This design comes from an exercise in tuning for small area and a short achievable clock period on the open sky130 flow, not from production work.
At most, simulation tests tie the RTL to the original design; equivalence was not proved.
Power is estimated from default activity; no workload was simulated.

==> flow/design.v <==
module program_mem #(
  parameter int ADDR_W = 16,
  parameter int DATA_W = 8,
  parameter int DEPTH  = 256,
  parameter int CNT_W  = $clog2(DEPTH) + 1
) (
  input  logic              clk,
  input  logic              rst_n,
  input  logic              load_start,
  input  logic              load_valid,
  input  logic [DATA_W-1:0] load_data,
  input  logic              load_last,
  output logic              load_ready,
  output logic              load_done,
  output logic              load_ovf,
  output logic [CNT_W-1:0]  load_count,
  input  logic              fetch_req,
  input  logic [ADDR_W-1:0] fetch_addr,
  output logic              fetch_ready,
  output logic              fetch_valid,
  output logic [DATA_W-1:0] fetch_data,
  output logic              fetch_err
);
  logic              st_load;
  logic              st_run;
  logic [7:0]        wr_ptr;
  logic [7:0]        mem [256];
  logic              xfer;
  logic              ptr_at_end;
  logic              load_end;
  logic              start_load;
  logic              fetch_acc;
  logic              in_range;
  logic [15:0]       hi_n;
  logic [255:0]      sel;
  logic [7:0]        rd_a;
  logic [7:0]        rd_b;
  assign xfer       = load_valid && st_load;
  assign ptr_at_end = &wr_ptr;
  assign load_end   = xfer && (load_last || ptr_at_end);
  assign start_load = load_start && !st_load;
  assign fetch_acc  = fetch_req && st_run;
  assign in_range   = ~|fetch_addr[15:8];
  assign load_ready  = st_load;
  assign fetch_ready = st_run;
  always_ff @(posedge clk or negedge rst_n) begin
    if (!rst_n) begin
      st_load    <= 1'b0;
      st_run     <= 1'b0;
      wr_ptr     <= '0;
      load_count <= '0;
      load_ovf   <= 1'b0;
      load_done  <= 1'b0;
    end else begin
      load_done <= load_end;
      if (st_load) begin
        st_load <= !load_end;
        st_run  <= load_end;
      end else if (load_start) begin
        st_load <= 1'b1;
        st_run  <= 1'b0;
      end
      if (start_load) begin
        wr_ptr     <= '0;
        load_count <= '0;
        load_ovf   <= 1'b0;
      end else if (xfer) begin
        wr_ptr <= wr_ptr + 1'b1;
        if (!load_count[8]) load_count <= load_count + 1'b1;
        if (!load_last && ptr_at_end) load_ovf <= 1'b1;
      end
    end
  end
  always_ff @(posedge clk) begin
    if (xfer) mem[wr_ptr] <= load_data;
  end
  pm_predec u_hi (.a(fetch_addr[7:4]), .y_n(hi_n));
  for (genvar h = 0; h < 16; h++) begin : g_grp
    pm_gdec u_gdec (.a(fetch_addr[3:0]), .g_n(hi_n[h]), .sel(sel[16*h +: 16]));
  end
  for (genvar b = 0; b < 8; b++) begin : g_bit
    logic [255:0] col;
    for (genvar i = 0; i < 256; i++) begin : g_col
      assign col[i] = mem[i][b];
    end
    pm_or256 u_or (.sel(sel), .d(col), .y_a(rd_a[b]), .y_b(rd_b[b]));
  end
  always_ff @(posedge clk or negedge rst_n) begin
    if (!rst_n) begin
      fetch_valid <= 1'b0;
      fetch_data  <= '0;
      fetch_err   <= 1'b0;
    end else begin
      fetch_valid <= fetch_acc;
      if (fetch_acc) begin
        fetch_data <= (rd_a | rd_b) & {8{in_range}};
        fetch_err  <= !in_range;
      end
    end
  end
endmodule
module pm_gdec (
  input  logic [3:0]  a,
  input  logic        g_n,
  output logic [15:0] sel
);
  logic [15:0] lo_n;
  pm_predec u_lo (.a(a), .y_n(lo_n));
  for (genvar i = 0; i < 16; i++) begin : g_sel
    pm_nor2 u_sel (.a(lo_n[i]), .b(g_n), .y(sel[i]));
  end
endmodule
module pm_predec (
  input  logic [3:0]  a,
  output logic [15:0] y_n
);
  always_comb begin
    for (int i = 0; i < 16; i++) y_n[i] = (a != 4'(i));
  end
endmodule
module pm_or256 (
  input  logic [255:0] sel,
  input  logic [255:0] d,
  output logic         y_a,
  output logic         y_b
);
  logic [31:0]  t2;   
  logic [15:0]  t3;   
  logic [7:0]   t4;   
  logic [3:0]   t5;   
  for (genvar i = 0; i < 32; i++) begin : g_l2
    pm_or8 u (.sel(sel[8*i +: 8]), .d(d[8*i +: 8]), .y(t2[i]));
  end
  for (genvar i = 0; i < 16; i++) begin : g_l3
    pm_nor2 u (.a(t2[2*i]), .b(t2[2*i+1]), .y(t3[i]));
  end
  for (genvar i = 0; i < 8; i++) begin : g_l4
    pm_nand2 u (.a(t3[2*i]), .b(t3[2*i+1]), .y(t4[i]));
  end
  for (genvar i = 0; i < 4; i++) begin : g_l5
    pm_nor2 u (.a(t4[2*i]), .b(t4[2*i+1]), .y(t5[i]));
  end
  pm_nand2 u_a (.a(t5[0]), .b(t5[1]), .y(y_a));
  pm_nand2 u_b (.a(t5[2]), .b(t5[3]), .y(y_b));
endmodule
module pm_or8 (
  input  logic [7:0] sel,
  input  logic [7:0] d,
  output logic       y
);
  logic [3:0] t;
  for (genvar i = 0; i < 4; i++) begin : g_t
    assign t[i] = !((sel[2*i] && d[2*i]) || (sel[2*i+1] && d[2*i+1]));
  end
  assign y = !(&t);
endmodule
module pm_nand2 (
  input  logic a, b,
  output logic y
);
  assign y = !(a && b);
endmodule
module pm_nor2 (
  input  logic a, b,
  output logic y
);
  assign y = !(a || b);
endmodule
clock: 3.0 ns
lec_check: 0
cap_margin: 20
core_margin: 2
core_utilization: 55
cts_cluster_diameter: 80
cts_cluster_size: 30
setup_slack_margin: 1.0
slew_margin: 20
synth_hierarchical: 1
run.sh (not shown) runs the stock make flow with config.mk's settings and CLKGATE_MAP_FILE= SYNTH_SCRIPT=/design/flow/synth_recipe.tcl, a recipe that flattens the netlist after the stock synthesis.
Then changed:
--- a/flow/design.v
+++ b/flow/design.v
@@ -121,18 +121,22 @@
 module pm_or256 (
   input  logic [255:0] sel,
   input  logic [255:0] d,
   output logic         y_a,
   output logic         y_b
 );
+  logic [127:0] t1;   
   logic [31:0]  t2;   
   logic [15:0]  t3;   
   logic [7:0]   t4;   
   logic [3:0]   t5;   
+  for (genvar i = 0; i < 128; i++) begin : g_l1
+    pm_aoi22 u (.a0(sel[2*i]), .b0(d[2*i]), .a1(sel[2*i+1]), .b1(d[2*i+1]), .y(t1[i]));
+  end
   for (genvar i = 0; i < 32; i++) begin : g_l2
-    pm_or8 u (.sel(sel[8*i +: 8]), .d(d[8*i +: 8]), .y(t2[i]));
+    pm_nand4 u (.a(t1[4*i]), .b(t1[4*i+1]), .c(t1[4*i+2]), .d(t1[4*i+3]), .y(t2[i]));
   end
   for (genvar i = 0; i < 16; i++) begin : g_l3
     pm_nor2 u (.a(t2[2*i]), .b(t2[2*i+1]), .y(t3[i]));
   end
   for (genvar i = 0; i < 8; i++) begin : g_l4
     pm_nand2 u (.a(t3[2*i]), .b(t3[2*i+1]), .y(t4[i]));
@@ -140,22 +144,23 @@
   for (genvar i = 0; i < 4; i++) begin : g_l5
     pm_nor2 u (.a(t4[2*i]), .b(t4[2*i+1]), .y(t5[i]));
   end
   pm_nand2 u_a (.a(t5[0]), .b(t5[1]), .y(y_a));
   pm_nand2 u_b (.a(t5[2]), .b(t5[3]), .y(y_b));
 endmodule
-module pm_or8 (
-  input  logic [7:0] sel,
-  input  logic [7:0] d,
-  output logic       y
+module pm_aoi22 (
+  input  logic a0, b0, a1, b1,
+  output logic y
 );
-  logic [3:0] t;
-  for (genvar i = 0; i < 4; i++) begin : g_t
-    assign t[i] = !((sel[2*i] && d[2*i]) || (sel[2*i+1] && d[2*i+1]));
-  end
-  assign y = !(&t);
+  assign y = !((a0 && b0) || (a1 && b1));
+endmodule
+module pm_nand4 (
+  input  logic a, b, c, d,
+  output logic y
+);
+  assign y = !(a && b && c && d);
 endmodule
 module pm_nand2 (
   input  logic a, b,
   output logic y
 );
   assign y = !(a && b);
Synthesized cell count stays the same.
Setup slack degrades by 11 ps.
Synthesized area is higher by 6.5%.
Register-to-register slack gets worse by 50 ps.
Sequential power hardly moves.
Routed wire length grows by 3.9%.
Die area rose by 6.4%.
No functional check of the RTL was part of the second run of this note.

## separate check: timing with driven ports
No port has a modelled driver above. Below, the same layouts with a new extraction and two added sets of constraints. Step 1 sets driving cells, clkbuf_16 on the clock port and buf_2 on the other inputs (assumed; they add their load-dependent delay and slew). Step 2 moves the port delays by t, midway between the first and last clock arrival at a register: inputs arrive t later, outputs are due t later. That takes back most of the time a late clock gives input paths. a / b / c = ideal ports / drivers / drivers and shift; a / b = the first two.
run | t (ns) | setup slack, ns | pins driven straight from the clock port
the first run | 0.823 | 0.706 / 0.498 / -0.325 | 1
the second run | 0.836 | 0.695 / 0.443 / -0.393 | 1
With both steps, setup timing fails in the first run and the second run, where it was met with ideal ports. The setup slack of the second run, which loses most, moves by -0.252 ns with the drivers and by -1.088 ns with both steps.
